Background: an optimization exercise with open tools, aiming at small area. Do not read the settings as production practice. At most, simulation tests tie the RTL to the original design; equivalence was not proved. Power figures rest on the tool's default switching activity, not on a simulated workload.

## main
==> flow/design.v <==
`default_nettype none
package rv32_pkg;
    localparam logic [6:0] OPC_OP     = 7'b0110011;
    localparam logic [6:0] OPC_OP_IMM = 7'b0010011;
    localparam logic [6:0] OPC_LUI    = 7'b0110111;
    localparam logic [6:0] OPC_AUIPC  = 7'b0010111;
    localparam logic [6:0] OPC_BRANCH = 7'b1100011;
    localparam logic [6:0] OPC_JAL    = 7'b1101111;
    localparam logic [6:0] OPC_JALR   = 7'b1100111;
endpackage
`default_nettype wire
`timescale 1ns/1ns
`default_nettype none
module rv32i_core #(
    parameter logic [31:0] RESET_PC = '0
) (
    input  logic             clk,
    input  logic             rst,
    output logic [31:0]      imem_addr,
    input  logic [31:0]      imem_data,
    output logic             wb_valid,
    output logic [4:0]       wb_rd,
    output logic [31:0]      wb_data
);
    localparam logic [2:0] S_FETCH = 3'd0;   
    localparam logic [2:0] S_LD2   = 3'd1;   
    localparam logic [2:0] S_K0    = 3'd2;   
    localparam logic [2:0] S_K1    = 3'd3;
    localparam logic [2:0] S_K2    = 3'd4;
    localparam logic [2:0] S_K3    = 3'd5;
    localparam logic [2:0] S_CLR   = 3'd7;   
    logic [4:0] p;
    logic [2:0] st;
    logic       clr;
    logic       last;      
    assign last = &p;
    assign clr  = st == S_CLR;
    logic [31:0] ins;
    logic [2:0]  f3;
    logic [4:0]  rd;
    logic        is_op, is_opimm, is_lui, is_auipc, is_br, is_jal, is_jalr;
    logic        is_alu, is_shift, is_slt, is_jump, writes, rdnz, uses2;
    assign ins      = imem_data;
    assign f3       = ins[14:12];
    assign rd       = ins[11:7];
    assign is_op    = ins[6:0] == rv32_pkg::OPC_OP;
    assign is_opimm = ins[6:0] == rv32_pkg::OPC_OP_IMM;
    assign is_lui   = ins[6:0] == rv32_pkg::OPC_LUI;
    assign is_auipc = ins[6:0] == rv32_pkg::OPC_AUIPC;
    assign is_br    = ins[6:0] == rv32_pkg::OPC_BRANCH;
    assign is_jal   = ins[6:0] == rv32_pkg::OPC_JAL;
    assign is_jalr  = ins[6:0] == rv32_pkg::OPC_JALR;
    assign is_alu   = is_op || is_opimm;
    assign is_shift = is_alu && f3[1:0] == 2'b01;
    assign is_slt   = is_alu && f3[2:1] == 2'b01;
    assign is_jump  = is_jal || is_jalr;
    assign writes   = is_alu || is_lui || is_auipc || is_jump;
    assign rdnz     = rd != 5'd0;
    assign uses2    = is_op || is_br;
    logic f_ld2, f_exec, f_cmp, f_copy, f_shift, f_wb, f_npc;
    always_comb begin
        f_ld2   = 1'b0;
        f_exec  = 1'b0;
        f_cmp   = 1'b0;
        f_copy  = 1'b0;
        f_shift = 1'b0;
        f_wb    = 1'b0;
        f_npc   = 1'b0;
        if (!clr) begin
            f_ld2 = st == S_LD2;
            if (is_shift) begin
                f_copy  = st == S_K0;
                f_shift = st == S_K1;
                f_wb    = st == S_K2;
                f_npc   = st == S_K3;
            end else if (is_slt) begin
                f_cmp   = st == S_K0;
                f_exec  = st == S_K1;
                f_npc   = st == S_K2;
            end else if (is_br) begin
                f_cmp   = st == S_K0;
                f_npc   = st == S_K1;
            end else begin
                f_exec  = st == S_K0;
                f_npc   = st == S_K1;
            end
        end
    end
    always_ff @(posedge clk) begin
        if (rst) begin
            p   <= 5'd0;
            st  <= S_CLR;
        end else begin
            p <= p + 5'd1;
            if (last) begin
                if (clr || f_npc) st <= S_FETCH;
                else if (st == S_FETCH) st <= uses2 ? S_LD2 : S_K0;
                else st <= st + 3'd1;
            end
        end
    end
    logic [31:0] rbit;        
    logic        rd_we;       
    logic        rd_in;       
    logic [3:0]  wsel_hi;     
    logic [7:0]  wsel_lo;     
    assign rbit[0] = 1'b0;
    always_comb begin
        for (int i = 0; i < 4; i++) wsel_hi[i] = clr || (rd_we && rd[4:3] == i[1:0]);
        for (int i = 0; i < 8; i++) wsel_lo[i] = clr || rd[2:0] == i[2:0];
    end
    for (genvar r = 1; r < 32; r++) begin : g_reg
        logic [31:0] ring;
        always_ff @(posedge clk) begin
            ring <= {(wsel_hi[r / 8] && wsel_lo[r % 8]) ? (rd_in && !clr) : ring[0],
                     ring[31:1]};
        end
        assign rbit[r] = ring[0];
    end
    logic [4:0] sel;
    logic       ra;
    always_comb begin
        if (f_ld2) sel = ins[24:20];
        else if (f_wb || (f_npc && is_jalr && rdnz)) sel = rd;
        else sel = ins[19:15];
    end
    assign ra = rbit[sel];
    logic [13:2] pc;
    logic [31:0] pc_full;
    logic        pc_bit;
    logic        load;
    logic [31:0] bw;           
    logic        bw_in;
    logic [31:0] bw_next;
    assign pc_full   = {18'd0, pc, 2'b00};
    assign pc_bit    = pc_full[p];
    assign load      = (clr || f_npc) && last;
    assign bw_next   = {bw_in, bw[31:1]};
    assign imem_addr = pc_full;
    always_ff @(posedge clk) begin
        if (load) pc <= bw_next[13:2];
        bw <= bw_next;
    end
    logic fmt_i, fmt_u, fmt_b, fmt_j;
    logic imm;
    assign fmt_u = is_lui || is_auipc;
    assign fmt_b = is_br;
    assign fmt_j = is_jal;
    assign fmt_i = !(fmt_u || fmt_b || fmt_j);
    logic [3:0]  k_hi;
    logic        m_hi, m_mid, m_b;
    logic [1:0]  k_b;
    assign k_hi  = p[4] ? p[3:0] : {p[3] ^ p[2], !p[2], p[1:0]};
    assign m_hi  = ins[16 + k_hi];
    assign m_mid = p[2] ? ins[12 + p[1:0]] : ins[16 + p[1:0]];
    assign k_b   = p[1:0] - 2'd1;
    assign m_b   = ins[8 + k_b];
    always_comb begin
        if (p == 5'd0) begin
            imm = fmt_i && m_hi;
        end else if (p <= 5'd4) begin
            imm = fmt_b ? m_b : (!fmt_u && m_hi);
        end else if (p <= 5'd10) begin
            imm = !fmt_u && m_hi;
        end else if (p == 5'd11) begin
            imm = fmt_b ? ins[7] : fmt_j ? ins[20] : (fmt_i && ins[31]);
        end else if (p <= 5'd19) begin
            imm = (fmt_u || fmt_j) ? m_mid : ins[31];
        end else if (p <= 5'd30) begin
            imm = fmt_u ? m_hi : ins[31];
        end else begin
            imm = ins[31];
        end
    end
    logic take;
    logic use_pc, use_four, sub;
    logic a, b, bx, cin, sum, cout;
    logic carry;
    logic cond;                
    assign take = is_jump || (is_br && cond);
    assign use_pc   = f_npc ? !(take && is_jalr) : (is_auipc || is_jump);
    assign use_four = f_npc ? !take : is_jump;
    assign sub      = f_cmp || (f_exec && is_op && f3 == 3'b000 && ins[30])
                      || (f_copy && !f3[2]);
    assign a    = use_pc ? pc_bit : (ra && !f_copy);
    assign b    = use_four ? (p == 5'd2) : (uses2 && !f_npc) ? bw[0] : imm;
    assign bx   = b ^ sub;
    assign cin  = (p == 5'd0) ? sub : carry;
    assign sum  = a ^ bx ^ cin;
    assign cout = (a & bx) | (a & cin) | (bx & cin);
    logic lt_s, lt_u, eq, cond_d;
    assign lt_u = !cout;
    assign lt_s = (a ^ b) ? a : !cout;
    assign eq   = !(cond || (a ^ b));
    always_comb begin
        case (f3)
            3'b000:  cond_d = is_br && eq;
            3'b001:  cond_d = is_br && !eq;
            3'b010:  cond_d = !is_br && lt_s;
            3'b011:  cond_d = !is_br && lt_u;
            3'b100:  cond_d = lt_s;
            3'b101:  cond_d = !lt_s;
            3'b110:  cond_d = lt_u;
            default: cond_d = !lt_u;
        endcase
    end
    always_ff @(posedge clk) begin
        carry <= cout;
        if (f_cmp) cond <= last ? cond_d : ((p != 5'd0 && cond) || (a ^ b));
        else if (last && f_copy) cond <= ra;
    end
    logic [4:0] tap;
    logic       left, arith;
    logic       in_range;    
    logic       valid;
    logic       shres;
    assign left   = !f3[2];
    assign arith  = ins[30];
    assign in_range = p <= ~tap;
    assign valid  = left ? (!in_range || tap == 5'd0) : in_range;
    assign shres  = valid ? bw[tap] : (!left && arith && cond);
    always_ff @(posedge clk) begin
        if (f_copy && p < 5'd5) tap <= {sum, tap[4:1]};
    end
    logic res;
    always_comb begin
        if (is_lui) begin
            res = b;
        end else if (is_slt) begin
            res = (p == 5'd0) && cond;
        end else if (is_alu) begin
            case (f3)
                3'b100:  res = a ^ b;
                3'b110:  res = a | b;
                3'b111:  res = a & b;
                default: res = sum;
            endcase
        end else begin
            res = sum;
        end
    end
    always_comb begin
        rd_we = 1'b0;
        rd_in = res;
        bw_in = res;
        if (clr) begin
            bw_in = 1'b0;
        end else if (f_ld2) begin
            bw_in = ra;
        end else if (f_exec) begin
            rd_we = writes;
            if (is_jalr) rd_in = ra;
        end else if (f_copy) begin
            bw_in = ra;
        end else if (f_shift) begin
            rd_we = 1'b1;
            rd_in = shres;
            bw_in = bw[0];
        end else if (f_wb) begin
            bw_in = ra;
        end else if (f_npc) begin
            rd_we = is_jalr;
            rd_in = bw[0];
            bw_in = sum;
        end
    end
    assign wb_valid = f_npc && p == 5'd0 && writes && rdnz;
    assign wb_rd    = rd;
    assign wb_data  = bw;
endmodule
`default_nettype wire
Settings: LEC_CHECK=0, ABC_AREA=1, CAP_MARGIN=20, CORE_MARGIN=2, CORE_UTILIZATION=40, SLEW_MARGIN=20; clock period 8.5 ns.
standard.sh (not shown) runs the stock make flow with config.mk's settings and CLKGATE_MAP_FILE= SYNTH_SCRIPT=/design/flow/synth_recipe.tcl, a recipe that flattens the netlist after the stock synthesis.
==> flow/flow/run.sh <==
#!/bin/bash
# Standard layout with three changes:
#  - ABC maps for area only (map -a) instead of the buffering/sizing area script;
#    registers are mapped before ABC runs, so they are the standard synthesis's
#  - CTS builds large sink clusters of clkbuf_16 and adds no dummy loads
#  - ports are buffered with buf_1
set -euo pipefail
cp -r "$FLOW_HOME/scripts" ./myscripts
printf 'strash\ndch\nmap -a\nstrash\ndch\nmap -a\ntopo\n' > ./myscripts/abc_area.script
export CTS_ARGS="-sink_clustering_enable -repair_clock_nets -dont_use_dummy_load -sink_clustering_size 28 -sink_clustering_max_diameter 100 -buf_list {sky130_fd_sc_hd__clkbuf_16}"
export BUFFER_PORTS_ARGS="-buffer_cell sky130_fd_sc_hd__buf_1"
bash standard.sh finish SCRIPTS_DIR="$PWD/myscripts" > standard.log 2>&1
## Diff of input files: the feature branch against main
--- a/flow/design.v
+++ b/flow/design.v
@@ -148,27 +148,17 @@
     assign fmt_j = is_jal;
     assign fmt_i = !(fmt_u || fmt_b || fmt_j);
-    logic [3:0]  k_hi;
-    logic        m_hi, m_mid, m_b;
-    logic [1:0]  k_b;
-    assign k_hi  = p[4] ? p[3:0] : {p[3] ^ p[2], !p[2], p[1:0]};
-    assign m_hi  = ins[16 + k_hi];
-    assign m_mid = p[2] ? ins[12 + p[1:0]] : ins[16 + p[1:0]];
-    assign k_b   = p[1:0] - 2'd1;
-    assign m_b   = ins[8 + k_b];
     always_comb begin
         if (p == 5'd0) begin
-            imm = fmt_i && m_hi;
+            imm = fmt_i && ins[20];
         end else if (p <= 5'd4) begin
-            imm = fmt_b ? m_b : (!fmt_u && m_hi);
+            imm = fmt_b ? ins[7 + p] : (!fmt_u && ins[20 + p]);
         end else if (p <= 5'd10) begin
-            imm = !fmt_u && m_hi;
+            imm = !fmt_u && ins[20 + p];
         end else if (p == 5'd11) begin
             imm = fmt_b ? ins[7] : fmt_j ? ins[20] : (fmt_i && ins[31]);
         end else if (p <= 5'd19) begin
-            imm = (fmt_u || fmt_j) ? m_mid : ins[31];
-        end else if (p <= 5'd30) begin
-            imm = fmt_u ? m_hi : ins[31];
+            imm = (fmt_u || fmt_j) ? ins[p] : ins[31];
         end else begin
-            imm = ins[31];
+            imm = fmt_u ? ins[p] : ins[31];
         end
     end
Between the feature branch and main, the share of power burned in combinational logic figures differ only marginally.
Diff the feature branch..main | global routing met3 resource utilization | negligible
Switching fraction of total power in the feature branch is 0.17 points above main.
Sequential share of layout area in the feature branch is 0.17 points lower than in main
Final hold slack improves in the feature branch relative to main.
Function not checked in the feature branch: the RTL went through the layout flow alone.

==> port drivers added, routing unchanged <==
How much do the figures lean on ideal ports? The routed layouts below were timed once more, with nothing changed but the port constraints.
Step 1 (the two cells are an assumption about what drives the block):
set clk [get_ports {clk}]
set_driving_cell -lib_cell sky130_fd_sc_hd__clkbuf_16 $clk
set_driving_cell -lib_cell sky130_fd_sc_hd__buf_2 [delete_from_list [all_inputs] $clk]
Step 2 times the ports against the registers' clock, not the clock port: input delays grow and output delays shrink by t, the midpoint of the rising clock arrivals with the driver on.
Three values: ideal, step 1, step 2; two values: the first two.
| run | shift t [ns] | slack for setup (ns) | hold slack, ns | worst slew at a driven data input, ns |
|---|---|---|---|---|
| main | 0.612 | 0.825 / 0.832 / 0.220 | 0.299 / 0.299 / 0.299 | 0.07 |
| the feature branch | 0.627 | 0.827 / 0.855 / 0.228 | 0.305 / 0.305 / 0.305 | 0.07 |
After both steps setup and hold are still met in every run listed. For main, which loses most, drivers alone change the setup slack by +0.007 ns; drivers and shift together by -0.605 ns.
